This is an optimization exercise on Yosys and OpenROAD, whose aim is small area and a short achievable clock period, not a production implementation.
At most, simulation tests tie the RTL to the original design; equivalence was not proved.
The RTL of runs 1 and 4 to 7 was laid out without a check of its function.
The clock port is modelled as an ideal driver; clocking choices that lean on that would not hold on a real chip.
No activity file was given, so power comes from the tool's default toggle rates.

--- design.v ---
package life_pkg;
    localparam int unsigned KEY_W = 3;
    typedef enum logic [KEY_W-1:0] {
        KEY_NONE  = 3'd0,
        KEY_UP    = 3'd1,
        KEY_DOWN  = 3'd2,
        KEY_LEFT  = 3'd3,
        KEY_RIGHT = 3'd4,
        KEY_FLIP  = 3'd5,
        KEY_NEXT  = 3'd6,
        KEY_RUN   = 3'd7
    } key_e;
    function automatic logic [1:0] life_strip(input logic [3:0] a, input logic [3:0] m,
                                              input logic [3:0] b);
        logic [1:0] v [4];
        logic [1:0] p;
        for (int j = 0; j < 4; j++) begin
            v[j][0] = a[j] ^ m[j] ^ b[j];
            v[j][1] = (a[j] & m[j]) | (a[j] & b[j]) | (m[j] & b[j]);
        end
        for (int j = 1; j < 3; j++) begin
            p = {a[j] & b[j], a[j] ^ b[j]};
            life_strip[j - 1] = 1'b0;
            for (int x = 0; x < 4; x++) begin
                for (int y = 0; y < 4; y++) begin
                    for (int z = 0; z < 3; z++) begin
                        if ((v[j - 1] == 2'(x)) && (v[j + 1] == 2'(y)) && (p == 2'(z))
                            && ((x + y + z == 3) || ((x + y + z == 2) && m[j]))) begin
                            life_strip[j - 1] = 1'b1;
                        end
                    end
                end
            end
        end
    endfunction
endpackage
module life_data (
    input  logic        clk,
    input  logic        reset,
    input  logic        swap,       
    input  logic        swap_q,     
    input  logic [2:0]  pair,       
    input  logic        flip_en,
    input  logic [3:0]  flip_d,     
    input  logic [3:0]  flip_x,
    output logic [15:0] disp_row    
);
    logic [15:0][15:0] brd;   
    logic [15:0][15:0] chg;   
    logic [15:0]       chg_in;      
    logic [3:0]        sa, sm, sb;
    logic [3:0]        sa_q, sm_q, sb_q;   
    logic [2:0]        pair_q;             
    logic [1:0]        new_cells;
    logic [15:0]       col_sel;
    always_comb begin
        logic [7:0] ca, cm, cb;
        for (int j = 0; j < 4; j++) begin
            for (int q = 0; q < 8; q++) begin
                ca[q] = brd[15][(2 * q + j + 15) % 16];
                cm[q] = brd[0][(2 * q + j + 15) % 16];
                cb[q] = brd[1][(2 * q + j + 15) % 16];
            end
            sa[j] = ca[pair];
            sm[j] = cm[pair];
            sb[j] = cb[pair];
        end
    end
    assign new_cells = life_pkg::life_strip(sa_q, sm_q, sb_q);
    always_comb begin
        for (int j = 0; j < 16; j++) begin
            chg_in[j] = (pair_q == 3'(j / 2)) ? new_cells[j % 2] ^ sm_q[j % 2 + 1] : chg[15][j];
        end
    end
    assign col_sel  = flip_en ? (16'b1 << flip_x) : 16'b0;
    assign disp_row = brd[15];
    always_ff @(posedge clk or negedge reset) begin
        if (!reset) begin
            brd <= '0;
        end else begin
            for (int i = 0; i < 16; i++) begin
                logic        load;
                logic [15:0] change;
                load   = (i < 14 && swap) || (i == 14 && (swap || swap_q));
                change = (i == 14) ? chg_in : chg[(i + 1) % 16];
                brd[i] <= brd[(i + 1) % 16]
                        ^ ((load ? change : 16'b0)
                           | ((flip_d == 4'((i + 1) % 16)) ? col_sel : 16'b0));
            end
        end
    end
    always_ff @(posedge clk) begin
        sa_q    <= sa;
        sm_q    <= sm;
        sb_q    <= sb;
        pair_q  <= pair;
        chg[15] <= chg[0];
        chg[14] <= chg_in;
        for (int i = 0; i < 14; i++) begin
            chg[i] <= chg[i + 1];
        end
    end
endmodule
module life #(
    parameter int unsigned X         = 16,
    parameter int unsigned Y         = 16,
    parameter int unsigned LOG2X     = 4,
    parameter int unsigned LOG2Y     = 4,
    parameter int unsigned HIGH_BITS = 10
) (
    input  logic             clk,
    input  logic             reset,
    input  logic [life_pkg::KEY_W-1:0] keys,
    output logic [Y-1:0]     row,
    output logic [X-1:0]     col
);
    life_pkg::key_e       key_c;
    life_pkg::key_e       key_q;      
    logic                 sweep;      
    logic                 swap;       
    logic                 swap_q;     
    logic [7:0]           k;          
    logic [LOG2X-1:0]     cx;         
    logic [LOG2Y-1:0]     cd;         
    logic                 run_mode;
    logic [HIGH_BITS-1:0] prescaler;
    logic                 scan_on;    
    logic             idle_c;
    logic             start_c;
    logic             edit_c;
    logic [X-1:0]     disp_row;
    assign key_c   = life_pkg::key_e'(keys);
    assign idle_c  = !sweep && !swap;
    assign start_c = idle_c && ((key_c == life_pkg::KEY_NEXT) || (run_mode && (&prescaler)));
    assign edit_c  = idle_c && (key_c != life_pkg::KEY_NEXT) && (key_c != life_pkg::KEY_RUN);
    always_ff @(posedge clk or negedge reset) begin
        if (!reset) begin
            sweep  <= 1'b0;
            swap   <= 1'b0;
            swap_q <= 1'b0;
        end else begin
            swap_q <= swap;
            swap   <= sweep && (&k);
            sweep <= start_c || (sweep && !(&k));
        end
    end
    always_ff @(posedge clk) begin
        k <= sweep ? k + 1'b1 : 8'd0;
    end
    always_ff @(posedge clk or negedge reset) begin
        if (!reset) begin
            key_q <= life_pkg::KEY_NONE;
            cx    <= '0;
            cd    <= '0;
        end else begin
            key_q <= edit_c ? key_c : life_pkg::KEY_NONE;
            cd    <= cd - 1'b1;
            case (key_q)
                life_pkg::KEY_UP:    cd <= cd - 2'd2;
                life_pkg::KEY_DOWN:  cd <= cd;
                life_pkg::KEY_LEFT:  cx <= cx - 1'b1;
                life_pkg::KEY_RIGHT: cx <= cx + 1'b1;
                default: ;
            endcase
        end
    end
    always_ff @(posedge clk or negedge reset) begin
        if (!reset) begin
            prescaler <= '0;
            run_mode  <= 1'b0;
        end else begin
            prescaler <= prescaler + 1'b1;
            if (key_c == life_pkg::KEY_RUN) begin
                run_mode <= ~run_mode;
            end
        end
    end
    always_ff @(posedge clk or negedge reset) begin
        if (!reset) begin
            scan_on <= 1'b0;
            row     <= '0;
        end else begin
            scan_on <= 1'b1;
            row     <= {row[Y-2:0], row[Y-1] | !scan_on};
        end
    end
    assign col = disp_row;
    life_data l_data (
        .clk      (clk),
        .reset    (reset),
        .swap     (swap),
        .swap_q   (swap_q),
        .pair     (k[6:4]),
        .flip_en  (key_q == life_pkg::KEY_FLIP),
        .flip_d   (cd),
        .flip_x   (cx),
        .disp_row (disp_row)
    );
endmodule
--- flow/run.sh ---
#!/bin/bash
# Standard layout with the port buffers a buf_2 and a tighter setup margin for repair,
# and the clock tree's root buffer removed after clock tree synthesis.
set -euo pipefail
ARGS=(SETUP_SLACK_MARGIN=6.2 "BUFFER_PORTS_ARGS=-buffer_cell sky130_fd_sc_hd__buf_2")
bash standard.sh "${ARGS[@]}" cts > flow_to_cts.log 2>&1
UNROOT_ODB=orfs/results/sky130hd/life/base/4_cts.odb openroad -no_init -exit flow/unroot.tcl > unroot.log 2>&1
bash standard.sh "${ARGS[@]}" finish > flow_to_finish.log 2>&1
--- flow/unroot.tcl ---
# Remove the clock tree's root buffer: the clock port then drives the tree's first-level
# buffers (two) directly, one buffer less on every register's clock path.
set odb_file $::env(UNROOT_ODB)
read_db $odb_file
set block [ord::get_db_block]
set clk_net [$block findNet clk]
set root ""
foreach iterm [$clk_net getITerms] {
    if {[$iterm isInputSignal]} {
        set root [$iterm getInst]
    }
}
if {$root == "" || [llength [$clk_net getITerms]] != 1} {
    puts "unroot: clock port does not drive a single root buffer; layout left as it is"
    exit 0
}
set out_net [[$root findITerm X] getNet]
set loads [$out_net getITerms]
puts "unroot: root [$root getName] drives [expr {[llength $loads] - 1}] buffers"
if {[llength $loads] - 1 > 4} {
    puts "unroot: too many first-level buffers; layout left as it is"
    exit 0
}
foreach iterm $loads {
    if {[$iterm getInst] != $root} {
        $iterm disconnect
        $iterm connect $clk_net
    }
}
[$root findITerm A] disconnect
[$root findITerm X] disconnect
odb::dbInst_destroy $root
odb::dbNet_destroy $out_net
write_db $odb_file
puts "unroot: done"
--- standard.sh ---
#!/bin/bash
# synth_recipe.tcl (not shown) runs the flow's synth.tcl, then flattens the netlist and writes it again
# the make line also repeats each setting of config.mk as NAME=value (left out here)
make -C /OpenROAD-flow-scripts/flow DESIGN_CONFIG=/design/flow/config.mk WORK_HOME=/design/flow/orfs CLKGATE_MAP_FILE= SYNTH_SCRIPT=/design/flow/synth_recipe.tcl "${@:-finish}"
--- config.mk ---
export PLATFORM = sky130hd
export DESIGN_NAME = life
export DESIGN_NICKNAME = life
export VERILOG_FILES = /design/flow/design.v
export SDC_FILE = /design/flow/constraint.sdc
export NUM_CORES = 4
export LEC_CHECK = 0
export CAP_MARGIN = 40
export CORE_MARGIN = 2
export CORE_UTILIZATION = 40
export CTS_CLUSTER_DIAMETER = 100
export CTS_CLUSTER_SIZE = 25
export SLEW_MARGIN = 40
--- constraint.sdc ---
create_clock -name core_clock -period 9.0 [get_ports {clk}]
set_input_delay 1.8000 -clock core_clock [delete_from_list [all_inputs] [get_ports {clk}]]
set_output_delay 1.8000 -clock core_clock [all_outputs]
set_load 0.01 [all_outputs]
==> impl_metrics.py, run 1 <==
metrics = {
    "synthesis": {
        "ys_top_cells_by_count": "298 x dfrtp_1, 279 x dfxtp_1, 252 x xnor2_1, 224 x a22oi_1, 84 x clkbuf_1",
        "synth-main-ff-cell": "dfrtp_1",
        "synth_seq_cells": 577,
        "synth_xor_xnor_area_share_pct": 10.9,
        "synth_area_leaders": "dfrtp_1 36%, dfxtp_1 27%, xnor2_1 11%",
        "postSynthCellCount": 1675,
        "yosysMostFrequentCell": "dfrtp_1",
        "synth_top_family_by_area": "compound AO/OA/AOI/OAI gates",
        "synth-compound-area-share_pct": 12.7,
        "muxShareOfSynthArea_pct": 2.34,
        "netlist_area_sq_um": 20900,
        "synth_fa_ha_area_share_pct": 1.37,
        "syn_avg_cell_area_sq_um": 12.5,
        "syn_nets": 1700,
        "synth_edf_count": 0,
        "yosysWarnings": 3,
        "netlist.area_leader.share_pct": 35.6,
        "yosysTopAreaCell": "dfrtp_1",
        "synthArstFlopShare_pct": 51.6,
        "ys_seq_area_share_pct": 62.3,
        "synthSimpleGateAreaFrac_pct": 7.24,
        "yosysUniqueCellTypes": 63,
    },
    "routing": {
        "wl_met1_microns": 22300,
        "dr.pass1.iters": 5,
        "dr_wl_met2_microns": 21300,
        "avgViaCountPerCell": 5.32,
        "routed-wl-met3_microns": 2830,
        "wl_per_cell_microns": 20.1,
        "vias": 12510,
        "wirelength_microns": 47400,
        "top_layer": "met5",
        "drc_errors": 0,
        "ant_nets": 0,
        "drt_iter0_drc": 992,
    },
    "sta": {
        "setup_ws_ns": 6.12,
        "fin_worst_skew_ns": 0.0262,
        "final-setup-viol-count": 0,
        "worst_pin_slew_ns": 0.842,
        "timing.setup.tns_ns": 0,
        "slew_viol_final": 0,
        "period_needed_ns": 2.88,
        "finalCritPeriodShare_pct": 32.0,
        "rsz0062_at_grt": "true",
        "maxSlewHeadroom_pct": 43.9,
        "fmax_ghz": 0.348,
        "hold_viol": 0,
    },
    "setup_path": {
        "path_class": "flop to primary output",
        "max_stage_delay_ns": 0.48,
        "startpoint": "l_data.brd[251]",
        "crit_family": "flip-flops",
        "r2r-start": "l_data.sm_q[1]",
        "cp_slowest_cell": "dfrtp_2",
        "worstPathMaxFanout": 2,
        "startpoint_type": "flop",
        "cp-end-kind": "primary output",
        "worstPathRequired_ns": 7.20,
        "path_depth": 1,
        "ff2ff_path_depth": 6,
        "worst-path-buf-inv": 1,
        "crit_chain": "buf_6",
        "cp.arrival_ns": 1.08,
    },
    "placement": {
        "detailedPlace.worstSlack_ns": 5.75,
        "port_buffers": 36,
        "hpwl_microns": 29200,
        "place.gp.congestion": 0.825,
    },
    "floorplan": {
        "io_pins": 37,
        "die_height_microns": 233,
        "core_sq_um": 51500,
        "rows": 83,
        "start_util_pct": 40.7,
        "fp.dieW_microns": 233,
        "die_area_sq_um": 54200,
    },
    "final_layout": {
        "utilization_pct": 44.2,
        "final_nets": 1679,
        "syn_to_final_growth_pct": 8.63,
        "nFillCells": 4766,
        "drive_gt1_share_pct": 11.7,
    },
    "clock_network": {
        "cts_tree": "yes",
        "clock-sinks": 577,
        "cts_root_buffer": "clkbuf_16",
        "h-tree-depth": 1,
        "ctsHoldBuffers": 0,
        "cts_made_buffers": 27,
        "ctsLongestPathBuffers": 3,
        "cts.clk_slew.worst_paths_ns": 0.10,
        "insertion_delay_ns": 0.45,
    },
    "power": {
        "ir_worst_vdd_mv": 0.150,
        "p_total_mw": 5.56,
        "power_density_nw_per_um2": 244,
        "p_leak_nw": 8.94,
    },
    "global_routing": {
        "antenna_found_initial": 3,
        "grt_pass1_vias": 12616,
        "gr-total-overflow": 0,
        "grt_start_max_net_pins": 100,
        "track_usage_pct": 17.8,
        "grt_pass1_wl_microns": 74900,
    },
    "run": {
        "drv_cap": 0,
    },
    "min_path": {
        "hold_class": "flop to flop",
        "min_path_cells": 0,
        "min_from": "l_data.chg[14]",
    },
    "outcome": {
        "status": "finished clean",
    },
}
==> routing by layer <==
layer / track usage, % / vias up
met1: 26.0 / 6380
met4: 4.06 / 2
met3: 3.92 / 49
met2: 27.1 / 263
li1: - / 5816
met5: 0 / -
==> final timing paths <==
path	to	slack, ns
max in group asynchronous	swap	6.44
hold / removal	l_data.chg[254]	0.34
setup / recovery	col[11]	6.12
hold reg to reg	l_data.chg[254]	0.34
min in group asynchronous	l_data.brd[36]	1.27
setup reg to reg	l_data.brd[239]	6.30
==> layout by cell type, fill, tap and decap left out, types with 8 or more instances in the layout <==
master	n
a21oi_1	22
a21oi_2	8
a22oi_1	224
a311oi_1	17
and2_1	13
and3_1	23
buf_2	19
buf_4	39
buf_6	18
clkbuf_1	18
clkbuf_16	26
dfrtp_1	279
dfrtp_2	18
dfxtp_1	275
ha_1	15
inv_1	17
mux2i_1	14
mux4_2	12
nand2_1	56
nand3_1	33
nand3b_1	9
nand4_1	10
nand4b_1	8
nor2_1	51
nor4b_1	9
nor4bb_1	10
o211ai_1	23
o21ai_0	27
o22ai_1	18
xnor2_1	252
xor2_1	9
==> stage by stage <==
stage                     area [sq um]  hold slack (ns)  instances
after floorplan                  20900            0.310       1675
after detailed placement         21600            0.312       2281
final                            22700            0.336       2353
after global routing             22700            0.342       2352
after global placement           21600            0.313       2281
after CTS                        22700            0.339       2348
==> cell families (layout without fill, tap and decap cells) <==
| family | count (synthesis) | after routing |
|---|---|---|
| flops | 577 | 577 |
| xor+xnor | 261 | 261 |
| buf+inv | 148 | 145 |
| mux | 33 | 33 |
| other cells | 1 | 2 |
| fa+ha+maj | 20 | 20 |
| simple gates | 273 | 273 |
| compound gates | 362 | 362 |
==> sequential cells by signal, summed over array words and instances (netlist names), 8 cells and up <==
signal      count
k               8
l_data.chg    256
row            16
l_data.brd    256
prescaler      10
==> cell type report <==
type | count | area [sq um] | share of cell area (%)
repair buffers | 81 | 681 | 2.99
flip-flops and latches | 577 | 13100 | 57.5
well taps | 680 | 851 | 3.74
inverters | 18 | 67.6 | 0.297
clock inverters | 2 | 27.5 | 0.121
multi-input cells | 950 | 7320 | 32.2
diodes | 1 | 2.50 | 0.0110
clock buffers | 44 | 718 | 3.16
==> power breakdown <==
part	internal, mW	switching, mW
Combinational	0.349	0.623
Clock	0.557	0.784
Sequential	2.93	0.322
Total	3.83	1.73
==> what timing repair did <==
action | 4_1_cts | 5_1_grt
pin swaps | 0 | 3
buffers inserted | 20 | 4
resized for setup | 39 | 6
setup endpoints to repair | 48 | 161
==> inputs of run 2 (changes only) <==
--- a/design.v
+++ b/design.v
@@ -37,8 +37,7 @@
 module life_data (
     input  logic        clk,
     input  logic        reset,
-    input  logic        swap,       
-    input  logic        swap_q,     
+    input  logic        inst,       
     input  logic [2:0]  pair,       
     input  logic        flip_en,
     input  logic [3:0]  flip_d,     
@@ -78,15 +77,10 @@
         if (!reset) begin
             brd <= '0;
         end else begin
-            for (int i = 0; i < 16; i++) begin
-                logic        load;
-                logic [15:0] change;
-                load   = (i < 14 && swap) || (i == 14 && (swap || swap_q));
-                change = (i == 14) ? chg_in : chg[(i + 1) % 16];
-                brd[i] <= brd[(i + 1) % 16]
-                        ^ ((load ? change : 16'b0)
-                           | ((flip_d == 4'((i + 1) % 16)) ? col_sel : 16'b0));
+            for (int i = 0; i < 15; i++) begin
+                brd[i] <= brd[i + 1] ^ ((flip_d == 4'(i + 1)) ? col_sel : 16'b0);
             end
+            brd[15] <= brd[0] ^ (inst ? chg[0] : 16'b0) ^ ((flip_d == 4'd0) ? col_sel : 16'b0);
         end
     end
     always_ff @(posedge clk) begin
@@ -118,7 +112,8 @@
     life_pkg::key_e       key_q;      
     logic                 sweep;      
     logic                 swap;       
-    logic                 swap_q;     
+    logic                 inst;       
+    logic [3:0]           inst_n;     
     logic [7:0]           k;          
     logic [LOG2X-1:0]     cx;         
     logic [LOG2Y-1:0]     cd;         
@@ -135,17 +130,18 @@
     assign edit_c  = idle_c && (key_c != life_pkg::KEY_NEXT) && (key_c != life_pkg::KEY_RUN);
     always_ff @(posedge clk or negedge reset) begin
         if (!reset) begin
-            sweep  <= 1'b0;
-            swap   <= 1'b0;
-            swap_q <= 1'b0;
+            sweep <= 1'b0;
+            swap  <= 1'b0;
+            inst  <= 1'b0;
         end else begin
-            swap_q <= swap;
-            swap   <= sweep && (&k);
+            swap  <= sweep && (&k);
             sweep <= start_c || (sweep && !(&k));
+            inst  <= swap || (inst && !(&inst_n));
         end
     end
     always_ff @(posedge clk) begin
-        k <= sweep ? k + 1'b1 : 8'd0;
+        k      <= sweep ? k + 1'b1 : 8'd0;
+        inst_n <= inst ? inst_n + 1'b1 : 4'd0;
     end
     always_ff @(posedge clk or negedge reset) begin
         if (!reset) begin
@@ -188,8 +184,7 @@
     life_data l_data (
         .clk      (clk),
         .reset    (reset),
-        .swap     (swap),
-        .swap_q   (swap_q),
+        .inst     (inst),
         .pair     (k[6:4]),
         .flip_en  (key_q == life_pkg::KEY_FLIP),
         .flip_d   (cd),
==> flow/run.sh (replaced) <==
#!/bin/bash
# Standard layout with the port buffers a buf_2 and a tighter setup margin for repair,
# and the clock tree's root buffer removed after clock tree synthesis.
set -euo pipefail
ARGS=(SETUP_SLACK_MARGIN=6 "BUFFER_PORTS_ARGS=-buffer_cell sky130_fd_sc_hd__buf_2")
bash standard.sh "${ARGS[@]}" cts > flow_to_cts.log 2>&1
UNROOT_ODB=orfs/results/sky130hd/life/base/4_cts.odb openroad -no_init -exit flow/unroot.tcl > unroot.log 2>&1
bash standard.sh "${ARGS[@]}" finish > flow_to_finish.log 2>&1
==> run 2 against run 1 <==
Still clean. Via count fell by 20%. Synthesized cell count fell by 7.9%. Clock skew fell by 0.0031 ns. Non-clock buffer count is 22 lower. Utilization decreased by 0.36 points. Routed wire length decreased by 27%.
==> impl_metrics.py, run 2 <==
metrics = {
    "sta": {
        "finalCritPeriodShare_pct": 31.8,
        "worst_pin_slew_ns": 0.716,
        "fmax_ghz": 0.350,
        "slew_viol_final": 0,
        "period_needed_ns": 2.86,
        "hold_viol": 0,
        "final-setup-viol-count": 0,
        "maxSlewHeadroom_pct": 52.1,
        "rsz0062_at_grt": "false",
        "fin_worst_skew_ns": 0.0231,
        "timing.setup.tns_ns": 0,
    },
    "floorplan": {
        "die_height_microns": 224,
        "start_util_pct": 40.5,
        "io_pins": 37,
        "die_area_sq_um": 50100,
        "core_sq_um": 47700,
        "rows": 80,
        "fp.dieW_microns": 224,
    },
    "global_routing": {
        "track_usage_pct": 14.2,
        "gr-total-overflow": 0,
        "grt_pass1_vias": 10196,
        "antenna_found_initial": 2,
        "grt_pass1_wl_microns": 56800,
        "grt_start_max_net_pins": 87,
    },
    "routing": {
        "wl_met1_microns": 16200,
        "wl_per_cell_microns": 15.7,
        "avgViaCountPerCell": 4.57,
        "drt_iter0_drc": 517,
        "vias": 10019,
        "ant_nets": 0,
        "dr_wl_met2_microns": 16100,
        "drc_errors": 0,
        "dr.pass1.iters": 5,
        "routed-wl-met3_microns": 1460,
        "top_layer": "met5",
        "wirelength_microns": 34500,
    },
    "setup_path": {
        "worstPathMaxFanout": 4,
        "crit_chain": "buf_2",
        "ff2ff_path_depth": 6,
        "ff2ff_setup_slack_ns": 6.34,
        "cp_slowest_cell": "dfrtp_1",
        "crit_family": "flip-flops",
        "max_stage_delay_ns": 0.45,
        "path_class": "flop to primary output",
        "worst-path-buf-inv": 1,
        "cp-end-kind": "primary output",
        "worstPathRequired_ns": 7.20,
        "r2r-start": "l_data.sb_q[1]",
        "cp.arrival_ns": 1.06,
        "startpoint_type": "flop",
        "reg2reg_to": "l_data.chg[229]",
        "path_depth": 1,
    },
    "placement": {
        "dp.cells": 2135,
        "port_buffers": 36,
        "placed_area_sq_um": 20000,
        "place.gp.congestion": 0.765,
        "hpwl_microns": 22000,
    },
    "final_layout": {
        "syn_to_final_growth_pct": 8.28,
        "largest_registers": "l_data.brd: 256 flops, l_data.chg: 256 flops, row: 16 flops",
        "final_common_cell": "dfrtp_1",
        "layout_common_cells": "289 x dfrtp_1, 280 x dfxtp_1, 205 x nand2_1, 162 x nor2_1, 154 x xnor2_1",
        "finalNonFillerCells": 2191,
        "nFillCells": 4297,
        "fin_area_sq_um": 20900,
        "utilization_pct": 43.8,
        "final_nets": 1586,
        "drive_gt1_share_pct": 8.00,
    },
    "clock_network": {
        "cts_tree": "yes",
        "cts_made_buffers": 27,
        "h-tree-depth": 1,
        "ctsLongestPathBuffers": 3,
        "cts_root_buffer": "clkbuf_16",
        "clock-sinks": 581,
        "insertion_delay_ns": 0.45,
        "cts.clk_slew.worst_paths_ns": 0.10,
    },
    "min_path": {
        "min_to": "l_data.chg[20]",
        "min_from": "l_data.chg[36]",
        "hold_class": "flop to flop",
        "min_path_cells": 0,
    },
    "synthesis": {
        "ys_top_cells_by_count": "298 x dfrtp_1, 283 x dfxtp_1, 205 x nand2_1, 162 x nor2_1, 154 x xnor2_1",
        "muxShareOfSynthArea_pct": 2.93,
        "synthArstFlopShare_pct": 51.3,
        "postSynthCellCount": 1543,
        "synth_top_family_by_area": "XOR/XNOR gates",
        "yosysWarnings": 3,
        "yosysUniqueCellTypes": 52,
        "ys_seq_area_share_pct": 67.9,
        "syn_avg_cell_area_sq_um": 12.5,
        "netlist.area_leader.share_pct": 38.6,
        "synthSimpleGateAreaFrac_pct": 9.81,
        "synth-main-ff-cell": "dfrtp_1",
        "synth_fa_ha_area_share_pct": 1.55,
        "synth_area_leaders": "dfrtp_1 39%, dfxtp_1 29%, xnor2_1 7.0%",
        "yosysMostFrequentCell": "dfrtp_1",
        "synth_edf_count": 0,
        "netlist_area_sq_um": 19300,
        "synth_seq_cells": 581,
        "synth_xor_xnor_area_share_pct": 13.4,
        "synth-compound-area-share_pct": 2.36,
        "syn_nets": 1569,
        "yosysTopAreaCell": "dfrtp_1",
    },
    "power": {
        "power_density_nw_per_um2": 236,
        "p_switching_mw": 1.32,
        "ir_worst_vdd_mv": 0.185,
        "p_int_mw": 3.61,
        "combPwrFrac_pct": 11.8,
        "p_leak_nw": 9.61,
        "switching_share_pct": 26.8,
        "p_seq_share_pct": 61.7,
        "power_frac_clock_pct": 26.5,
        "p_total_mw": 4.93,
    },
    "run": {
        "drv_cap": 0,
    },
    "outcome": {
        "status": "finished clean",
    },
}
[run 2: cell types whose count changed after synthesis, moves of 9 or more]
cell / delta
a22oi_1: -224
nand2_1: +149
xor2_1: +132
nor2_1: +103
xnor2_1: -98
clkbuf_1: -42
o211ai_1: -20
and3_1: -17
o22ai_1: -17
a311oi_1: -16
nand3_1: -16
buf_2: -13
o21ai_1: +10
nor4bb_1: -9
[run 2: per-layer routing]
metal / vias up / GRT usage [%]
met5: - / 0
met3: 50 / 1.88
li1: 4856 / -
met2: 156 / 23.0
met4: 2 / 3.55
met1: 4955 / 20.3
[run 2: kinds of logic after synthesis]
kind of cell             count (synthesis)
XOR/XNOR                               295
AND/OR/NAND/NOR                        447
multiplexers                            39
other                                    1
adder cells (fa/ha/maj)                 21
AO/OA/AOI/OAI                           75
buffers and inverters                   84
flip-flops                             581
[run 2: final cells by class]
class	count	area (sq um)	area share [%]
well taps	615	769	3.68
multi-input cells	878	5810	27.8
clock buffers	41	707	3.38
inverters	14	52.6	0.251
clock inverters	2	28.8	0.138
diodes	1	2.50	0.0120
flip-flops and latches	581	13100	62.8
repair buffers	59	408	1.95
[run 2: power by group through the flow]
stage / registers (mW) / clock network [mW] / logic (mW)
after global placement: 3.09 / 0 / 0.569
after CTS: 3.04 / 1.39 / 0.593
final: 3.04 / 1.31 / 0.582
after detailed placement: 3.10 / 0 / 0.586
after floorplan: 2.95 / 0 / 0.503
after global routing: 3.08 / 1.46 / 0.654
[run 2: worst max-delay path by stage]
stage	from	end	slack [ns]
3_3_place_gp	reset	l_data.brd[101]	5.69
4_1_cts	l_data.brd[252]	col[12]	5.96
2_1_floorplan	l_data.brd[243]	col[3]	6.67
6_report	l_data.brd[252]	col[12]	6.14
3_5_place_dp	reset	l_data.brd[101]	5.97
5_1_grt	l_data.brd[252]	col[12]	6.09
[run 2: what timing repair did]
item | in CTS | in global routing
resized for setup | 15 | 0
hold buffers | 0 | 0
endpoints found under the setup margin | 15 | 0
hold endpoints to repair | 0 | 0
setup buffers | 12 | 0
[run 2: through the flow]
step	setup slack, ns	hold WS, ns
final	6.14	0.312
after global routing	6.09	0.309
after CTS	5.96	0.313
after detailed placement	5.97	0.312
after global placement	5.69	0.310
after floorplan	6.67	0.310
==> inputs of run 3 (changes only) <==
==> flow/run.sh (replaced) <==
#!/bin/bash
# Standard layout with the port buffers a buf_2 and a tighter setup margin for repair,
# and the clock tree's root buffer removed after clock tree synthesis.
set -euo pipefail
ARGS=(SETUP_SLACK_MARGIN=6.2 "BUFFER_PORTS_ARGS=-buffer_cell sky130_fd_sc_hd__buf_2")
bash standard.sh "${ARGS[@]}" cts > flow_to_cts.log 2>&1
UNROOT_ODB=orfs/results/sky130hd/life/base/4_cts.odb openroad -no_init -exit flow/unroot.tcl > unroot.log 2>&1
bash standard.sh "${ARGS[@]}" finish > flow_to_finish.log 2>&1
==> run 3 against run 2 <==
Still clean. First-iteration DRC count up 3.7%. Critical path depth unchanged. Critical path type unchanged. Largest power group unchanged. Fmax up 0.60%.
==> impl_metrics.py, run 3 <==
metrics = {
    "synthesis": {
        "syn_avg_cell_area_sq_um": 12.5,
        "synth-main-ff-cell": "dfrtp_1",
        "syn_nets": 1569,
        "yosysWarnings": 3,
        "synth_area_leaders": "dfrtp_1 39%, dfxtp_1 29%, xnor2_1 7.0%",
        "synthArstFlopShare_pct": 51.3,
        "postSynthCellCount": 1543,
        "netlist.area_leader.share_pct": 38.6,
        "netlist_area_sq_um": 19300,
        "ys_seq_area_share_pct": 67.9,
        "ys_top_cells_by_count": "298 x dfrtp_1, 283 x dfxtp_1, 205 x nand2_1, 162 x nor2_1, 154 x xnor2_1",
        "synth_seq_cells": 581,
        "yosysUniqueCellTypes": 52,
        "yosysMostFrequentCell": "dfrtp_1",
        "synth_edf_count": 0,
        "yosysTopAreaCell": "dfrtp_1",
    },
    "clock_network": {
        "ctsLongestPathBuffers": 3,
        "cts_root_buffer": "clkbuf_16",
        "cts.clk_slew.worst_paths_ns": 0.10,
        "h-tree-depth": 1,
        "cts_tree": "yes",
        "insertion_delay_ns": 0.44,
        "clock-sinks": 581,
        "ctsHoldBuffers": 0,
        "cts_made_buffers": 27,
    },
    "placement": {
        "dp.cells": 2135,
        "placed_area_sq_um": 20000,
        "hpwl_microns": 22000,
        "place.gp.congestion": 0.765,
        "port_buffers": 36,
    },
    "sta": {
        "slew_viol_final": 0,
        "timing.setup.tns_ns": 0,
        "fin_worst_skew_ns": 0.0237,
        "hold_viol": 0,
        "rsz0062_at_grt": "true",
        "finalCritPeriodShare_pct": 31.6,
        "maxSlewHeadroom_pct": 50.6,
        "worst_pin_slew_ns": 0.739,
        "whs_ns": 0.315,
        "period_needed_ns": 2.84,
        "final-setup-viol-count": 0,
        "fmax_ghz": 0.352,
    },
    "global_routing": {
        "grt_start_max_net_pins": 87,
        "gr-total-overflow": 0,
        "track_usage_pct": 14.2,
        "grt_pass1_vias": 10222,
        "grt_pass1_wl_microns": 56900,
        "antenna_found_initial": 2,
    },
    "floorplan": {
        "rows": 80,
        "start_util_pct": 40.5,
        "fp.dieW_microns": 224,
        "die_area_sq_um": 50100,
        "die_height_microns": 224,
        "io_pins": 37,
        "core_sq_um": 47700,
    },
    "setup_path": {
        "cp_slowest_cell": "dfrtp_2",
        "crit_family": "flip-flops",
        "crit_path_end": "col[9]",
        "worstPathMaxFanout": 4,
        "path_class": "flop to primary output",
        "ff2ff_path_depth": 6,
        "r2r-start": "l_data.sb_q[1]",
        "max_stage_delay_ns": 0.46,
        "crit_chain": "buf_6",
        "worst-path-buf-inv": 1,
        "cp.arrival_ns": 1.04,
        "startpoint": "l_data.brd[249]",
        "path_depth": 1,
        "ff2ff_setup_slack_ns": 6.34,
        "startpoint_type": "flop",
        "cp-end-kind": "primary output",
        "worstPathRequired_ns": 7.20,
        "reg2reg_to": "l_data.chg[229]",
    },
    "final_layout": {
        "layout_common_cells": "288 x dfrtp_1, 280 x dfxtp_1, 205 x nand2_1, 162 x nor2_1, 154 x xnor2_1",
        "finalNonFillerCells": 2203,
        "largest_registers": "l_data.brd: 256 flops, l_data.chg: 256 flops, row: 16 flops",
        "nFillCells": 4287,
        "final_nets": 1598,
        "final_common_cell": "dfrtp_1",
        "drive_gt1_share_pct": 8.76,
        "syn_to_final_growth_pct": 8.93,
        "fin_area_sq_um": 21000,
    },
    "min_path": {
        "hold_class": "flop to flop",
        "min_from": "l_data.chg[29]",
    },
    "routing": {
        "wirelength_microns": 34600,
        "wl_per_cell_microns": 15.7,
        "vias": 10074,
        "ant_nets": 0,
        "drt_iter0_drc": 536,
        "drc_errors": 0,
        "avgViaCountPerCell": 4.57,
        "dr.pass1.iters": 4,
    },
    "power": {
        "power_density_nw_per_um2": 235,
        "p_leak_nw": 9.67,
        "p_total_mw": 4.94,
        "ir_worst_vdd_mv": 0.185,
    },
    "outcome": {
        "status": "finished clean",
    },
    "run": {
        "drv_cap": 0,
    },
}
==> run 3: what timing repair did <==
action                                 in CTS  in global routing
resized for setup                          22                  5
endpoints found under the hold margin       0                  0
pin swaps                                   0                  0
buffers inserted                           18                  6
setup endpoints to repair                  32                 30
==> run 3: worst min path at each step <==
stage                       to  slack (ns)  cells past startpoint
4_1_cts         l_data.chg[13]        0.31                      0
3_3_place_gp   l_data.chg[115]        0.31                      0
5_1_grt         l_data.chg[13]        0.31                      0
6_report        l_data.chg[13]        0.31                      0
3_5_place_dp   l_data.chg[206]        0.31                      0
2_1_floorplan    l_data.chg[0]        0.31                      0
==> run 3: layout make-up <==
cell class                      instances  area, sq um  share of cell area [%]
Timing Repair Buffer                   71          533                    2.53
Clock inverter                          2         28.8                   0.137
Inverter                               14         52.6                   0.250
Tap cell                              615          769                    3.66
Antenna cell                            1         2.50                  0.0119
Clock buffer                           41          707                    3.36
Multi-Input combinational cell        878         5810                    27.6
Sequential cell                       581        13100                    62.5
==> run 3: kinds of logic (layout without fill, tap and decap cells) <==
logic type | after synthesis | after routing | share of synthesized area (%)
AO/OA/AOI/OAI | 75 | 75 | 2.36
adder cells (fa/ha/maj) | 21 | 21 | 1.55
buffers and inverters | 84 | 128 | 2.01
other | 1 | 2 | 0.0194
flip-flops | 581 | 581 | 67.9
AND/OR/NAND/NOR | 447 | 447 | 9.81
XOR/XNOR | 295 | 295 | 13.4
multiplexers | 39 | 39 | 2.93
==> run 3: per-stage QoR <==
| step | utilization (%) | worst slack (ns) |
|---|---|---|
| after CTS | 44.0 | 5.96 |
| after detailed placement | 42.0 | 5.97 |
| after floorplan | - | 6.67 |
| after global placement | 41.9 | 5.69 |
| final | 44.1 | 6.16 |
| after global routing | 44.1 | 6.11 |
==> run 3: report_power, final <==
part	switching, mW	internal [mW]	leakage [nW]
combinational	0.356	0.228	2.96
sequential	0.211	2.83	6.35
clock	0.759	0.551	0.352
==> run 3: routing by layer <==
metal  vias up  track usage, %  wire [microns]
li1       4880               -               -
met1      4984            20.3           16300
met2       158            23.1           16100
met3        50            1.88            1440
met4         2            3.55             802
met5         -               0              13
==> inputs of run 4 (changes only) <==
--- a/design.v
+++ b/design.v
@@ -56,9 +56,9 @@
         logic [7:0] ca, cm, cb;
         for (int j = 0; j < 4; j++) begin
             for (int q = 0; q < 8; q++) begin
-                ca[q] = brd[15][(2 * q + j + 15) % 16];
-                cm[q] = brd[0][(2 * q + j + 15) % 16];
-                cb[q] = brd[1][(2 * q + j + 15) % 16];
+                ca[q] = brd[0][(2 * q + j + 15) % 16];
+                cm[q] = brd[1][(2 * q + j + 15) % 16];
+                cb[q] = brd[2][(2 * q + j + 15) % 16];
             end
             sa[j] = ca[pair];
             sm[j] = cm[pair];
@@ -68,7 +68,7 @@
     assign new_cells = life_pkg::life_strip(sa_q, sm_q, sb_q);
     always_comb begin
         for (int j = 0; j < 16; j++) begin
-            chg_in[j] = (pair_q == 3'(j / 2)) ? new_cells[j % 2] ^ sm_q[j % 2 + 1] : chg[15][j];
+            chg_in[j] = (pair_q == 3'(j / 2)) ? new_cells[j % 2] ^ sm_q[j % 2 + 1] : chg[0][j];
         end
     end
     assign col_sel  = flip_en ? (16'b1 << flip_x) : 16'b0;
@@ -88,9 +88,8 @@
         sm_q    <= sm;
         sb_q    <= sb;
         pair_q  <= pair;
-        chg[15] <= chg[0];
-        chg[14] <= chg_in;
-        for (int i = 0; i < 14; i++) begin
+        chg[15] <= chg_in;
+        for (int i = 0; i < 15; i++) begin
             chg[i] <= chg[i + 1];
         end
     end
==> run 4 against run 3 <==
Die area unchanged. Critical path type unchanged. Synthesized cell count unchanged. Still clean on timing, DRC and antenna. Critical endpoint is now col[7]. Sequential power down 2%. First-iteration DRC count up 21%. Sequential share of layout area about the same. Worst hold slack worse by 0.0027 ns.
==> impl_metrics.py, run 4 <==
metrics = {
    "outcome": {
        "status": "finished clean",
    },
    "setup_path": {
        "crit_family": "flip-flops",
        "worstPathRequired_ns": 7.20,
        "cp-end-kind": "primary output",
        "startpoint_type": "flop",
        "crit_chain": "buf_2",
        "worst-path-buf-inv": 1,
        "ff2ff_setup_slack_ns": 6.42,
        "cp_slowest_cell": "dfrtp_1",
        "path_class": "flop to primary output",
        "max_stage_delay_ns": 0.43,
        "cp.arrival_ns": 1.02,
        "worstPathMaxFanout": 2,
    },
    "synthesis": {
        "yosysMostFrequentCell": "dfrtp_1",
        "synth-main-ff-cell": "dfrtp_1",
        "ys_seq_area_share_pct": 67.9,
        "synth_area_leaders": "dfrtp_1 39%, dfxtp_1 29%, xnor2_1 7.0%",
        "postSynthCellCount": 1543,
        "syn_avg_cell_area_sq_um": 12.5,
        "netlist.area_leader.share_pct": 38.6,
        "ys_top_cells_by_count": "298 x dfrtp_1, 283 x dfxtp_1, 205 x nand2_1, 162 x nor2_1, 154 x xnor2_1",
        "synthArstFlopShare_pct": 51.3,
        "yosysUniqueCellTypes": 52,
        "netlist_area_sq_um": 19300,
        "synth_edf_count": 0,
        "yosysWarnings": 3,
        "yosysTopAreaCell": "dfrtp_1",
        "synth_seq_cells": 581,
        "syn_nets": 1569,
    },
    "sta": {
        "rsz0062_at_grt": "true",
        "period_needed_ns": 2.82,
        "worst_pin_slew_ns": 0.812,
        "finalCritPeriodShare_pct": 31.3,
        "slew_viol_final": 0,
        "maxSlewHeadroom_pct": 45.7,
        "fin_worst_skew_ns": 0.0210,
        "final-setup-viol-count": 0,
        "fmax_ghz": 0.354,
        "hold_viol": 0,
        "timing.setup.tns_ns": 0,
    },
    "clock_network": {
        "h-tree-depth": 1,
        "cts_tree": "yes",
        "cts.clk_slew.worst_paths_ns": 0.10,
        "clock-sinks": 581,
        "ctsLongestPathBuffers": 3,
        "cts_root_buffer": "clkbuf_16",
        "insertion_delay_ns": 0.44,
        "cts_made_buffers": 27,
    },
    "floorplan": {
        "rows": 80,
        "die_height_microns": 224,
        "core_sq_um": 47700,
        "die_area_sq_um": 50100,
        "start_util_pct": 40.5,
        "io_pins": 37,
        "fp.dieW_microns": 224,
    },
    "min_path": {
        "hold_class": "flop to flop",
    },
    "run": {
        "drv_cap": 0,
    },
    "power": {
        "ir_worst_vdd_mv": 0.257,
        "p_total_mw": 4.94,
        "power_density_nw_per_um2": 235,
        "p_leak_nw": 9.70,
    },
    "final_layout": {
        "final_nets": 1598,
        "largest_registers": "l_data.brd: 256 flops, l_data.chg: 256 flops, row: 16 flops",
        "finalNonFillerCells": 2203,
        "syn_to_final_growth_pct": 8.77,
        "drive_gt1_share_pct": 8.12,
        "regArea_sq_um": 13100,
        "layout_common_cells": "298 x dfrtp_1, 282 x dfxtp_1, 205 x nand2_1, 161 x nor2_1, 154 x xnor2_1",
        "nFillCells": 4264,
        "antenna_cells": 0,
        "multi_input_area_sq_um": 5810,
        "final_common_cell": "dfrtp_1",
    },
    "placement": {
        "dp.cells": 2135,
        "port_buffers": 36,
        "place.gp.congestion": 0.736,
        "hpwl_microns": 20900,
    },
    "global_routing": {
        "antenna_found_initial": 0,
        "grt_pass1_wl_microns": 53800,
        "gr-total-overflow": 0,
        "grt_start_max_net_pins": 155,
        "grt_pass1_vias": 9976,
        "track_usage_pct": 13.4,
    },
    "routing": {
        "wirelength_microns": 33200,
        "dr.pass1.iters": 5,
        "avgViaCountPerCell": 4.54,
        "vias": 9998,
        "ant_nets": 0,
        "wl_per_cell_microns": 15.1,
        "drc_errors": 0,
        "drt_iter0_drc": 649,
    },
}
run 4: cell types whose count changed in the layout (fill, tap and decap cells not counted), sizes merged:
cell | before | now
diode | 1 | 0
clkbuf | 41 | 42
run 4: repair_timing:
item,4_1_cts,5_1_grt
endpoints found under the setup margin,32,19
buffers inserted,18,5
gates resized for setup,1,0
hold buffers,0,0
run 4: final timing paths:
kind | cells after the start | to | start
worst min register to register | 0 | l_data.chg[66] | l_data.chg[82]
min in group asynchronous | 1 | l_data.brd[133] | reset
worst max-delay path | 1 | col[7] | l_data.brd[247]
worst max register to register | 6 | l_data.chg[245] | l_data.sm_q[1]
max in group asynchronous | 3 | l_data.brd[104] | reset
worst min-delay path | 0 | l_data.chg[66] | l_data.chg[82]
run 4: final cells by class:
| type | count | area share (%) |
|---|---|---|
| inverter | 14 | 0.250 |
| tap | 615 | 3.66 |
| timing repair buffer | 71 | 2.44 |
| multi-input combinational | 878 | 27.7 |
| sequential | 581 | 62.5 |
| clock inverter | 2 | 0.137 |
| clock buffer | 42 | 3.38 |
run 4: cells by family (layout without fill, tap and decap cells):
family | after synthesis | count (layout) | synth area share (%)
flops | 581 | 581 | 67.9
simple gates | 447 | 447 | 9.81
other cells | 1 | 1 | 0.0194
xor+xnor | 295 | 295 | 13.4
fa+ha+maj | 21 | 21 | 1.55
buf+inv | 84 | 129 | 2.01
compound gates | 75 | 75 | 2.36
mux | 39 | 39 | 2.93
run 4: stage by stage:
| stage | worst slack, ns | util [%] | hold WS (ns) | instance area, sq um |
|---|---|---|---|---|
| after floorplan | 6.70 | - | 0.310 | 19300 |
| after global placement | 5.59 | 41.9 | 0.310 | 20000 |
| after detailed placement | 5.96 | 42.0 | 0.312 | 20100 |
| after CTS | 5.99 | 43.9 | 0.311 | 21000 |
| after global routing | 6.14 | 44.0 | 0.314 | 21000 |
| final | 6.18 | 44.0 | 0.312 | 21000 |
run 4: routing by layer:
layer	global-route usage, %	share of wire [%]
met5	0	0
met4	2.71	1.6
met3	1.38	2.8
met2	21.6	46
met1	19.7	50
run 4: power by group:
part           internal [mW]  leakage (nW)  total, mW  switching, mW
clock                  0.553         0.354       1.32          0.763
combinational          0.234          2.98      0.645          0.411
sequential              2.83          6.37       2.98          0.152
total                   3.62          9.70       4.94           1.33
==> inputs of run 5 (changes only) <==
--- a/config.mk
+++ b/config.mk
@@ -7,7 +7,7 @@
 export LEC_CHECK = 0
 export CAP_MARGIN = 40
 export CORE_MARGIN = 2
-export CORE_UTILIZATION = 40
+export CORE_UTILIZATION = 55
 export CTS_CLUSTER_DIAMETER = 100
 export CTS_CLUSTER_SIZE = 25
 export SLEW_MARGIN = 40
==> run 5 against run 4 <==
Clock power about the same. Setup slack worse by 0.023 ns. Utilization up 16 points. Clock skew up 0.016 ns. First-iteration DRC count down 2.6%. Via count down 0.16%. Cell area down 0.77%. Sequential cell count unchanged. Cell count down 7.0%. Largest cell class unchanged. Register-to-register slack about the same. Highest routed layer is now met5.
==> impl_metrics.py, run 5 <==
metrics = {
    "outcome": {
        "status": "finished clean",
    },
    "routing": {
        "wirelength_microns": 33900,
        "vias": 9982,
        "drt_iter0_drc": 632,
        "avgViaCountPerCell": 4.87,
        "wl_per_cell_microns": 16.6,
        "dr.pass1.iters": 7,
        "drc_errors": 0,
        "ant_nets": 0,
    },
    "setup_path": {
        "reg2reg_to": "l_data.chg[255]",
        "worstPathMaxFanout": 2,
        "crit_chain": "buf_2",
        "startpoint_type": "flop",
        "cp_slowest_cell": "dfrtp_1",
        "worst-path-buf-inv": 1,
        "ff2ff_path_depth": 6,
        "max_stage_delay_ns": 0.42,
        "ff2ff_setup_slack_ns": 6.42,
        "path_class": "flop to primary output",
        "crit_family": "flip-flops",
        "cp.arrival_ns": 1.04,
        "cp-end-kind": "primary output",
        "worstPathRequired_ns": 7.20,
        "r2r-start": "l_data.sb_q[1]",
    },
    "global_routing": {
        "grt_pass1_vias": 10079,
        "gr-total-overflow": 0,
        "antenna_found_initial": 3,
        "grt_pass1_wl_microns": 55200,
        "grt_start_max_net_pins": 69,
        "track_usage_pct": 19.4,
    },
    "placement": {
        "port_buffers": 36,
        "hpwl_microns": 21700,
        "place.gp.congestion": 0.794,
        "dp.cells": 1975,
    },
    "power": {
        "p_seq_share_pct": 60.1,
        "power_frac_clock_pct": 26.8,
        "p_switching_mw": 1.35,
        "power_density_nw_per_um2": 239,
        "p_int_mw": 3.62,
        "p_leak_nw": 9.72,
        "switching_share_pct": 27.2,
        "combPwrFrac_pct": 13.1,
        "ir_worst_vdd_mv": 0.206,
    },
    "sta": {
        "worst_pin_slew_ns": 0.921,
        "timing.setup.tns_ns": 0,
        "final-setup-viol-count": 0,
        "hold_viol": 0,
        "slew_viol_final": 0,
        "rsz0062_at_grt": "true",
        "finalCritPeriodShare_pct": 31.6,
        "fin_worst_skew_ns": 0.0372,
        "period_needed_ns": 2.84,
        "maxSlewHeadroom_pct": 38.4,
        "fmax_ghz": 0.352,
    },
    "run": {
        "drv_cap": 0,
    },
    "min_path": {
        "min_from": "l_data.chg[25]",
        "min_path_cells": 0,
        "min_to": "l_data.chg[9]",
        "hold_class": "flop to flop",
    },
    "final_layout": {
        "drive_gt1_share_pct": 8.54,
        "final_nets": 1602,
        "largest_registers": "l_data.brd: 256 flops, l_data.chg: 256 flops, row: 16 flops",
        "layout_common_cells": "298 x dfrtp_1, 282 x dfxtp_1, 205 x nand2_1, 159 x nor2_1, 154 x xnor2_1",
        "final_common_cell": "dfrtp_1",
        "finalNonFillerCells": 2048,
        "syn_to_final_growth_pct": 7.93,
    },
    "floorplan": {
        "rows": 68,
        "io_pins": 37,
        "die_area_sq_um": 36600,
        "die_height_microns": 191,
        "start_util_pct": 55.9,
        "fp.dieW_microns": 191,
        "core_sq_um": 34500,
    },
    "clock_network": {
        "cts.repair.resized": 0,
        "clock-sinks": 581,
        "ctsHoldBuffers": 0,
        "insertion_delay_ns": 0.47,
        "cts_root_buffer": "clkbuf_16",
        "cts_tree": "yes",
        "cts.clk_slew.worst_paths_ns": 0.11,
        "h-tree-depth": 1,
        "ctsLongestPathBuffers": 3,
        "cts_made_buffers": 27,
    },
    "synthesis": {
        "yosysWarnings": 3,
        "netlist.area_leader.share_pct": 38.6,
        "ys_top_cells_by_count": "298 x dfrtp_1, 283 x dfxtp_1, 205 x nand2_1, 162 x nor2_1, 154 x xnor2_1",
        "yosysTopAreaCell": "dfrtp_1",
        "synth_area_leaders": "dfrtp_1 39%, dfxtp_1 29%, xnor2_1 7.0%",
        "netlist_area_sq_um": 19300,
        "yosysUniqueCellTypes": 52,
        "synth-main-ff-cell": "dfrtp_1",
        "ys_seq_area_share_pct": 67.9,
        "syn_nets": 1569,
        "synthArstFlopShare_pct": 51.3,
        "synth_edf_count": 0,
        "postSynthCellCount": 1543,
        "synth_seq_cells": 581,
        "syn_avg_cell_area_sq_um": 12.5,
        "yosysMostFrequentCell": "dfrtp_1",
    },
}
run 5: cell counts after synthesis:
Identical to the previous run, type by type.
run 5: power by group through the flow:
stage          combinational, mW  sequential [mW]  clock, mW
5_1_grt                    0.727             3.02       1.47
3_3_place_gp               0.635             3.03          0
4_1_cts                    0.660             2.99       1.41
2_1_floorplan              0.502             2.95          0
6_report                   0.652             2.99       1.33
3_5_place_dp               0.654             3.04          0
run 5: worst max-delay path by stage:
stage / start / endpoint / slack, ns / cells past startpoint
2_1_floorplan: l_data.brd[250] / col[10] / 6.70 / 1
3_3_place_gp: reset / inst / 5.68 / 2
3_5_place_dp: reset / inst / 5.71 / 3
4_1_cts: l_data.brd[240] / col[0] / 5.99 / 1
5_1_grt: row[14] / row[14] / 6.12 / 1
6_report: l_data.brd[254] / col[14] / 6.16 / 1
run 5: logic make-up after synthesis:
logic type	count (synthesis)	share of synthesized area, %
other cells	1	0.0194
compound gates	75	2.36
buf+inv	84	2.01
xor+xnor	295	13.4
mux	39	2.93
flops	581	67.9
simple gates	447	9.81
fa+ha+maj	21	1.55
run 5: layer usage:
layer | routed length (microns) | part of all wire, % | vias to the layer above | track usage (%)
met1 | 16800 | 50 | 4941 | 29.1
met5 | 25 | 0.074 | - | 0
li1 | - | - | 4886 | -
met3 | 1080 | 3.2 | 42 | 2.59
met4 | 613 | 1.8 | 4 | 3.73
met2 | 15400 | 45 | 109 | 30.3
run 5: timing repair:
item,CTS,global route
pin swaps,0,0
buffers inserted,16,11
endpoints found under the setup margin,32,32
run 5: per-stage QoR:
step	setup WS (ns)	hold slack, ns	util [%]	total power, mW	area [sq um]
after floorplan	6.70	0.310	-	3.46	19300
after global routing	6.12	0.323	60.4	5.22	20800
final	6.16	0.304	60.4	4.97	20900
after detailed placement	5.71	0.312	57.5	3.69	19900
after global placement	5.68	0.310	57.4	3.67	19800
after CTS	5.99	0.309	60.1	5.06	20800
run 5: cell type report:
| type | instances | area (sq um) |
|---|---|---|
| Sequential cell | 581 | 13100 |
| Antenna cell | 1 | 2.50 |
| Clock buffer | 42 | 711 |
| Fill cell | 2836 | 13700 |
| Multi-Input combinational cell | 878 | 5830 |
| Clock inverter | 2 | 40.0 |
| Inverter | 14 | 52.6 |
| Timing Repair Buffer | 75 | 518 |
| Tap cell | 455 | 569 |
==> inputs of run 6 (changes only) <==
==> flow/run.sh (replaced) <==
#!/bin/bash
# Standard layout with the port buffers a buf_2 and a tighter setup margin for repair,
# and the clock tree's root buffer removed after clock tree synthesis.
set -euo pipefail
ARGS=(SETUP_SLACK_MARGIN=6.6 "BUFFER_PORTS_ARGS=-buffer_cell sky130_fd_sc_hd__buf_2")
bash standard.sh "${ARGS[@]}" cts > flow_to_cts.log 2>&1
UNROOT_ODB=orfs/results/sky130hd/life/base/4_cts.odb openroad -no_init -exit flow/unroot.tcl > unroot.log 2>&1
bash standard.sh "${ARGS[@]}" finish > flow_to_finish.log 2>&1
--- a/config.mk
+++ b/config.mk
@@ -7,7 +7,7 @@
 export LEC_CHECK = 0
 export CAP_MARGIN = 40
 export CORE_MARGIN = 2
-export CORE_UTILIZATION = 55
+export CORE_UTILIZATION = 40
 export CTS_CLUSTER_DIAMETER = 100
 export CTS_CLUSTER_SIZE = 25
 export SLEW_MARGIN = 40
==> run 6 against run 5 <==
Still clean. Combinational power up 6.4%. Routed wire length fell by 1.1%. Sequential power about the same. Die area up 37%. Synthesized cell count did not move. Cell count up 8.1%. Sequential cell count unchanged. Critical path depth did not move. Worst hold slack improved by 0.0075 ns. Clock skew shrank 0.013 ns.
==> impl_metrics.py, run 6 <==
metrics = {
    "outcome": {
        "status": "finished clean",
    },
    "clock_network": {
        "ctsLongestPathBuffers": 3,
        "ctsHoldBuffers": 0,
        "clock-sinks": 581,
        "h-tree-depth": 1,
        "cts_made_buffers": 27,
        "cts_tree": "yes",
        "cts_root_buffer": "clkbuf_16",
        "cts.clk_slew.worst_paths_ns": 0.10,
        "insertion_delay_ns": 0.44,
    },
    "routing": {
        "avgViaCountPerCell": 4.53,
        "ant_nets": 0,
        "wl_per_cell_microns": 15.1,
        "drt_iter0_drc": 545,
        "dr.pass1.iters": 5,
        "vias": 10022,
        "drc_errors": 0,
        "wirelength_microns": 33500,
    },
    "synthesis": {
        "yosysMostFrequentCell": "dfrtp_1",
        "synth_area_leaders": "dfrtp_1 39%, dfxtp_1 29%, xnor2_1 7.0%",
        "postSynthCellCount": 1543,
        "syn_avg_cell_area_sq_um": 12.5,
        "synth_edf_count": 0,
        "synth_fa_ha_area_share_pct": 1.55,
        "synth_xor_xnor_area_share_pct": 13.4,
        "ys_top_cells_by_count": "298 x dfrtp_1, 283 x dfxtp_1, 205 x nand2_1, 162 x nor2_1, 154 x xnor2_1",
        "synth_seq_cells": 581,
        "synthSimpleGateAreaFrac_pct": 9.81,
        "netlist.area_leader.share_pct": 38.6,
        "synth-main-ff-cell": "dfrtp_1",
        "syn_nets": 1569,
        "yosysWarnings": 3,
        "synthArstFlopShare_pct": 51.3,
        "synth-compound-area-share_pct": 2.36,
        "synth_top_family_by_area": "XOR/XNOR gates",
        "ys_seq_area_share_pct": 67.9,
        "yosysTopAreaCell": "dfrtp_1",
        "netlist_area_sq_um": 19300,
        "yosysUniqueCellTypes": 52,
        "muxShareOfSynthArea_pct": 2.93,
    },
    "setup_path": {
        "cp-end-kind": "primary output",
        "worstPathMaxFanout": 2,
        "cp_slowest_cell": "dfrtp_1",
        "worst-path-buf-inv": 1,
        "worstPathRequired_ns": 7.20,
        "cp.arrival_ns": 1.02,
        "startpoint_type": "flop",
        "path_class": "flop to primary output",
        "ff2ff_setup_slack_ns": 6.60,
        "reg2reg_to": "l_data.chg[245]",
        "crit_family": "flip-flops",
        "max_stage_delay_ns": 0.43,
        "crit_chain": "buf_2",
        "r2r-start": "l_data.sb_q[1]",
        "ff2ff_path_depth": 6,
    },
    "min_path": {
        "min_from": "l_data.chg[82]",
        "min_to": "l_data.chg[66]",
        "min_path_cells": 0,
        "hold_class": "flop to flop",
    },
    "final_layout": {
        "largest_registers": "l_data.brd: 256 flops, l_data.chg: 256 flops, row: 16 flops",
        "nFillCells": 4252,
        "antenna_cells": 0,
        "final_common_cell": "dfrtp_1",
        "utilization_pct": 44.4,
        "drive_gt1_share_pct": 9.89,
        "syn_to_final_growth_pct": 9.70,
        "final_nets": 1608,
        "layout_common_cells": "298 x dfrtp_1, 279 x dfxtp_1, 200 x nand2_1, 160 x nor2_1, 154 x xnor2_1",
    },
    "floorplan": {
        "fp.dieW_microns": 224,
        "io_pins": 37,
        "core_sq_um": 47700,
        "start_util_pct": 40.5,
        "rows": 80,
        "die_area_sq_um": 50100,
        "die_height_microns": 224,
    },
    "placement": {
        "port_buffers": 36,
        "hpwl_microns": 20900,
        "place.gp.congestion": 0.736,
    },
    "sta": {
        "period_needed_ns": 2.82,
        "timing.setup.tns_ns": 0,
        "hold_viol": 0,
        "worst_pin_slew_ns": 0.699,
        "finalCritPeriodShare_pct": 31.3,
        "fin_worst_skew_ns": 0.0239,
        "maxSlewHeadroom_pct": 53.3,
        "fmax_ghz": 0.355,
        "slew_viol_final": 0,
        "rsz0062_at_grt": "true",
        "final-setup-viol-count": 0,
    },
    "power": {
        "power_density_nw_per_um2": 236,
        "ir_worst_vdd_mv": 0.259,
        "p_leak_nw": 9.77,
        "p_total_mw": 5.00,
    },
    "global_routing": {
        "antenna_found_initial": 0,
        "track_usage_pct": 13.4,
        "grt_start_max_net_pins": 155,
        "gr-total-overflow": 0,
        "grt_pass1_wl_microns": 53900,
        "grt_pass1_vias": 9992,
    },
    "run": {
        "drv_cap": 0,
    },
}
run 6: cell types whose count changed in the layout (fill, tap and decap cells not counted), moves of 3 or more:
cell	delta
nand2_2	+5
buf_4	+6
nand2_1	-5
dfxtp_1	-3
run 6: kinds of logic (layout without fill, tap and decap cells):
family,after synthesis,after routing
other cells,1,1
xor+xnor,295,295
fa+ha+maj,21,21
mux,39,39
compound gates,75,75
buf+inv,84,139
simple gates,447,447
flops,581,581
run 6: per-stage QoR:
step                      std cells  area, sq um  hold slack (ns)  worst slack [ns]
after floorplan                1543        19300            0.310              6.70
after global placement         2134        20000            0.310              5.59
after detailed placement       2135        20100            0.312              5.96
after CTS                      2201        21000            0.311              5.99
final                          2213        21200            0.312              6.18
after global routing           2213        21200            0.314              6.14
run 6: area by class of cell:
type                       count  area (sq um)  share of cell area (%)
sequential                   581         13100                    62.0
multi-input combinational    878          5890                    27.8
tap                          615           769                    3.63
clock buffer                  42           711                    3.35
timing repair buffer          81           609                    2.88
inverter                      14          52.6                   0.248
clock inverter                 2          28.8                   0.136
run 6: per-layer routing:
| metal | track usage, % | part of all wire, % | up-vias |
|---|---|---|---|
| met5 | 0 | 0 | - |
| met4 | 2.82 | 1.7 | 0 |
| met3 | 1.38 | 2.7 | 35 |
| met2 | 21.5 | 46 | 102 |
| met1 | 19.7 | 50 | 4975 |
| li1 | - | - | 4910 |
run 6: timing repair:
action,CTS,global route
gates resized for setup,7,17
pin swaps,1,7
buffers inserted,21,11
endpoints found under the setup margin,57,213
gates cloned,0,1
run 6: worst max-delay path by stage:
stage,from,end,cells after the start,slack [ns]
2_1_floorplan,l_data.brd[250],col[10],1,6.70
3_3_place_gp,reset,l_data.brd[249],2,5.59
3_5_place_dp,reset,l_data.brd[232],2,5.96
4_1_cts,l_data.brd[254],col[14],1,5.99
5_1_grt,l_data.brd[247],col[7],1,6.14
6_report,l_data.brd[247],col[7],1,6.18
run 6: where the power goes:
part | leakage [nW] | internal, mW | switching [mW]
clock network | 0.354 | 0.553 | 0.765
registers | 6.37 | 2.83 | 0.154
logic | 3.04 | 0.264 | 0.430
total | 9.77 | 3.65 | 1.35
==> inputs of run 7 (changes only) <==
==> flow/run.sh (replaced) <==
#!/bin/bash
# Standard layout with the port buffers a buf_2 and a tighter setup margin for repair,
# and the clock tree's root buffer removed after clock tree synthesis.
set -euo pipefail
ARGS=(SETUP_SLACK_MARGIN=6.4 "BUFFER_PORTS_ARGS=-buffer_cell sky130_fd_sc_hd__buf_2")
bash standard.sh "${ARGS[@]}" cts > flow_to_cts.log 2>&1
UNROOT_ODB=orfs/results/sky130hd/life/base/4_cts.odb openroad -no_init -exit flow/unroot.tcl > unroot.log 2>&1
bash standard.sh "${ARGS[@]}" finish > flow_to_finish.log 2>&1
==> run 7 against run 6 <==
Fmax about the same. Routed wire length fell by 0.41%. Setup slack about the same. Clock power barely moved. First-iteration DRC count increased by 21%. Area after synthesis unchanged. Utilization is 0.20 points lower. Synthesized cell count stayed put. Critical path type unchanged. Largest power group unchanged.
==> impl_metrics.py, run 7 <==
metrics = {
    "sta": {
        "slew_viol_final": 0,
        "final-setup-viol-count": 0,
        "fin_worst_skew_ns": 0.0212,
        "finalCritPeriodShare_pct": 31.3,
        "period_needed_ns": 2.82,
        "hold_viol": 0,
        "timing.setup.tns_ns": 0,
        "rsz0062_at_grt": "true",
        "fmax_ghz": 0.355,
        "worst_pin_slew_ns": 0.821,
        "maxSlewHeadroom_pct": 45.1,
        "whs_ns": 0.312,
    },
    "routing": {
        "avgViaCountPerCell": 4.54,
        "vias": 10028,
        "dr.pass1.iters": 5,
        "drc_errors": 0,
        "wl_per_cell_microns": 15.1,
        "ant_nets": 0,
        "drt_iter0_drc": 660,
        "wirelength_microns": 33400,
    },
    "synthesis": {
        "synth-main-ff-cell": "dfrtp_1",
        "yosysTopAreaCell": "dfrtp_1",
        "yosysWarnings": 3,
        "synthArstFlopShare_pct": 51.3,
        "synth_area_leaders": "dfrtp_1 39%, dfxtp_1 29%, xnor2_1 7.0%",
        "yosysUniqueCellTypes": 52,
        "syn_nets": 1569,
        "yosysMostFrequentCell": "dfrtp_1",
        "netlist_area_sq_um": 19300,
        "ys_top_cells_by_count": "298 x dfrtp_1, 283 x dfxtp_1, 205 x nand2_1, 162 x nor2_1, 154 x xnor2_1",
        "postSynthCellCount": 1543,
        "synth_seq_cells": 581,
        "synth_edf_count": 0,
        "syn_avg_cell_area_sq_um": 12.5,
        "ys_seq_area_share_pct": 67.9,
        "netlist.area_leader.share_pct": 38.6,
    },
    "global_routing": {
        "grt_pass1_vias": 9976,
        "antenna_found_initial": 0,
        "track_usage_pct": 13.4,
        "gr-total-overflow": 0,
        "grt_pass1_wl_microns": 53800,
        "grt_start_max_net_pins": 155,
    },
    "setup_path": {
        "cp-end-kind": "primary output",
        "crit_family": "flip-flops",
        "startpoint": "l_data.brd[247]",
        "max_stage_delay_ns": 0.43,
        "worstPathMaxFanout": 2,
        "crit_chain": "buf_2",
        "worst-path-buf-inv": 1,
        "startpoint_type": "flop",
        "r2r-start": "l_data.sb_q[1]",
        "cp.arrival_ns": 1.02,
        "worstPathRequired_ns": 7.20,
        "path_class": "flop to primary output",
        "cp_slowest_cell": "dfrtp_1",
    },
    "floorplan": {
        "start_util_pct": 40.5,
        "io_pins": 37,
        "rows": 80,
        "die_height_microns": 224,
        "core_sq_um": 47700,
        "die_area_sq_um": 50100,
        "fp.dieW_microns": 224,
    },
    "clock_network": {
        "cts.clk_slew.worst_paths_ns": 0.10,
        "h-tree-depth": 1,
        "clock-sinks": 581,
        "cts_made_buffers": 27,
        "insertion_delay_ns": 0.44,
        "cts_tree": "yes",
        "ctsLongestPathBuffers": 3,
        "cts_root_buffer": "clkbuf_16",
    },
    "placement": {
        "port_buffers": 36,
        "hpwl_microns": 20900,
        "place.gp.congestion": 0.736,
        "placed_area_sq_um": 20100,
    },
    "final_layout": {
        "nFillCells": 4256,
        "largest_registers": "l_data.brd: 256 flops, l_data.chg: 256 flops, row: 16 flops",
        "regArea_sq_um": 13100,
        "layout_common_cells": "298 x dfrtp_1, 282 x dfxtp_1, 205 x nand2_1, 161 x nor2_1, 154 x xnor2_1",
        "drive_gt1_share_pct": 8.71,
        "multi_input_area_sq_um": 5830,
        "final_nets": 1605,
        "utilization_pct": 44.2,
        "final_common_cell": "dfrtp_1",
        "syn_to_final_growth_pct": 9.21,
        "fin_area_sq_um": 21100,
        "antenna_cells": 0,
    },
    "min_path": {
        "min_from": "l_data.chg[82]",
        "hold_class": "flop to flop",
    },
    "outcome": {
        "status": "finished clean",
    },
    "power": {
        "power_density_nw_per_um2": 235,
        "ir_worst_vdd_mv": 0.257,
        "p_leak_nw": 9.74,
        "p_total_mw": 4.96,
    },
    "run": {
        "drv_cap": 0,
    },
}
## run 7: layout make-up
cell class | instances | share of cell area [%]
Inverter | 14 | 0.249
Sequential cell | 581 | 62.2
Tap cell | 615 | 3.65
Clock buffer | 42 | 3.37
Clock inverter | 2 | 0.136
Multi-Input combinational cell | 878 | 27.6
Timing Repair Buffer | 78 | 2.76
## run 7: worst paths after layout
path                            slack [ns]  cells past startpoint              end
worst min register to register        0.31                      0   l_data.chg[66]
worst max register to register        6.55                      6  l_data.chg[245]
min in group asynchronous             1.31                      1   l_data.brd[97]
worst max-delay path                  6.18                      1           col[7]
worst min-delay path                  0.31                      0   l_data.chg[66]
max in group asynchronous             6.62                      3  l_data.brd[104]
## run 7: report_power, final
group / switching (mW) / internal [mW]
Clock: 0.762 / 0.553
Combinational: 0.417 / 0.250
Sequential: 0.153 / 2.83
## run 7: kinds of logic after synthesis
group,Yosys count,share of synthesized area (%)
AO/OA/AOI/OAI,75,2.36
XOR/XNOR,295,13.4
adder cells (fa/ha/maj),21,1.55
buffers and inverters,84,2.01
flip-flops,581,67.9
multiplexers,39,2.93
other,1,0.0194
AND/OR/NAND/NOR,447,9.81
## run 7: repair_timing
item	4_1_cts	5_1_grt
buffers inserted	18	11
cloned	0	1
gates resized for setup	1	3
pin swaps	0	1
hold buffers	0	0
hold endpoints to repair	0	0
setup endpoints to repair	32	152
## run 7: layer usage
metal  wire length, microns  track usage, %
met5                      0               0
met4                    544            2.71
met3                   1040            1.38
met2                  15300            21.6
met1                  16500            19.7
## run 7: through the flow
step,worst slack [ns],instances
after detailed placement,5.96,2135
after CTS,5.99,2198
final,6.18,2210
after global routing,6.14,2210
after global placement,5.59,2134
after floorplan,6.70,1543
## run 7: worst reg2reg max path: cells and delay by family (launching register included)
kind	cells	cell delay, ns
muxes	3	1.10
adders and majority gates	1	0.64
DFF	1	0.35
AOI/OAI and AO/OA	2	0.30

## static timing again, ports no longer ideal
No port has a modelled driver above. Below, the same layouts with a new extraction and two added sets of constraints. Step 1, drivers: a clkbuf_16 drives clk and a buf_2 each remaining input, both assumed. Step 2, shift: input delay + t, output delay - t, t = (earliest + latest rising clock arrival at the registers) / 2. This alone moves slack from input paths to output paths. Three values: ideal, step 1, step 2; two values: the first two.
| run | t, ns | slack for setup (ns) | worst setup path after step 2 | worst slew at a driven data input, ns |
|---|---|---|---|---|
| run 1 | 0.509 | 6.123 / 6.050 / 5.951 | input, reset recovery | 0.05 |
| run 2 | 0.500 | 6.139 / 6.072 / 6.018 | input, reset recovery | 0.06 |
| run 3 | 0.500 | 6.156 / 6.089 / 6.015 | input, reset recovery | 0.06 |
| run 4 | 0.489 | 6.179 / 6.114 / 5.960 | input, reset recovery | 0.06 |
| run 5 | 0.516 | 6.156 / 6.085 / 6.019 | input, reset recovery | 0.06 |
| run 6 | 0.492 | 6.179 / 6.114 / 6.238 | input, reset recovery | 0.07 |
| run 7 | 0.491 | 6.179 / 6.114 / 6.135 | input, reset recovery | 0.06 |
After both steps setup and hold are still met in every run listed. For run 4, which loses most, drivers alone change the setup slack by -0.065 ns; drivers and shift together by -0.219 ns. Setup slack includes reset recovery checks.
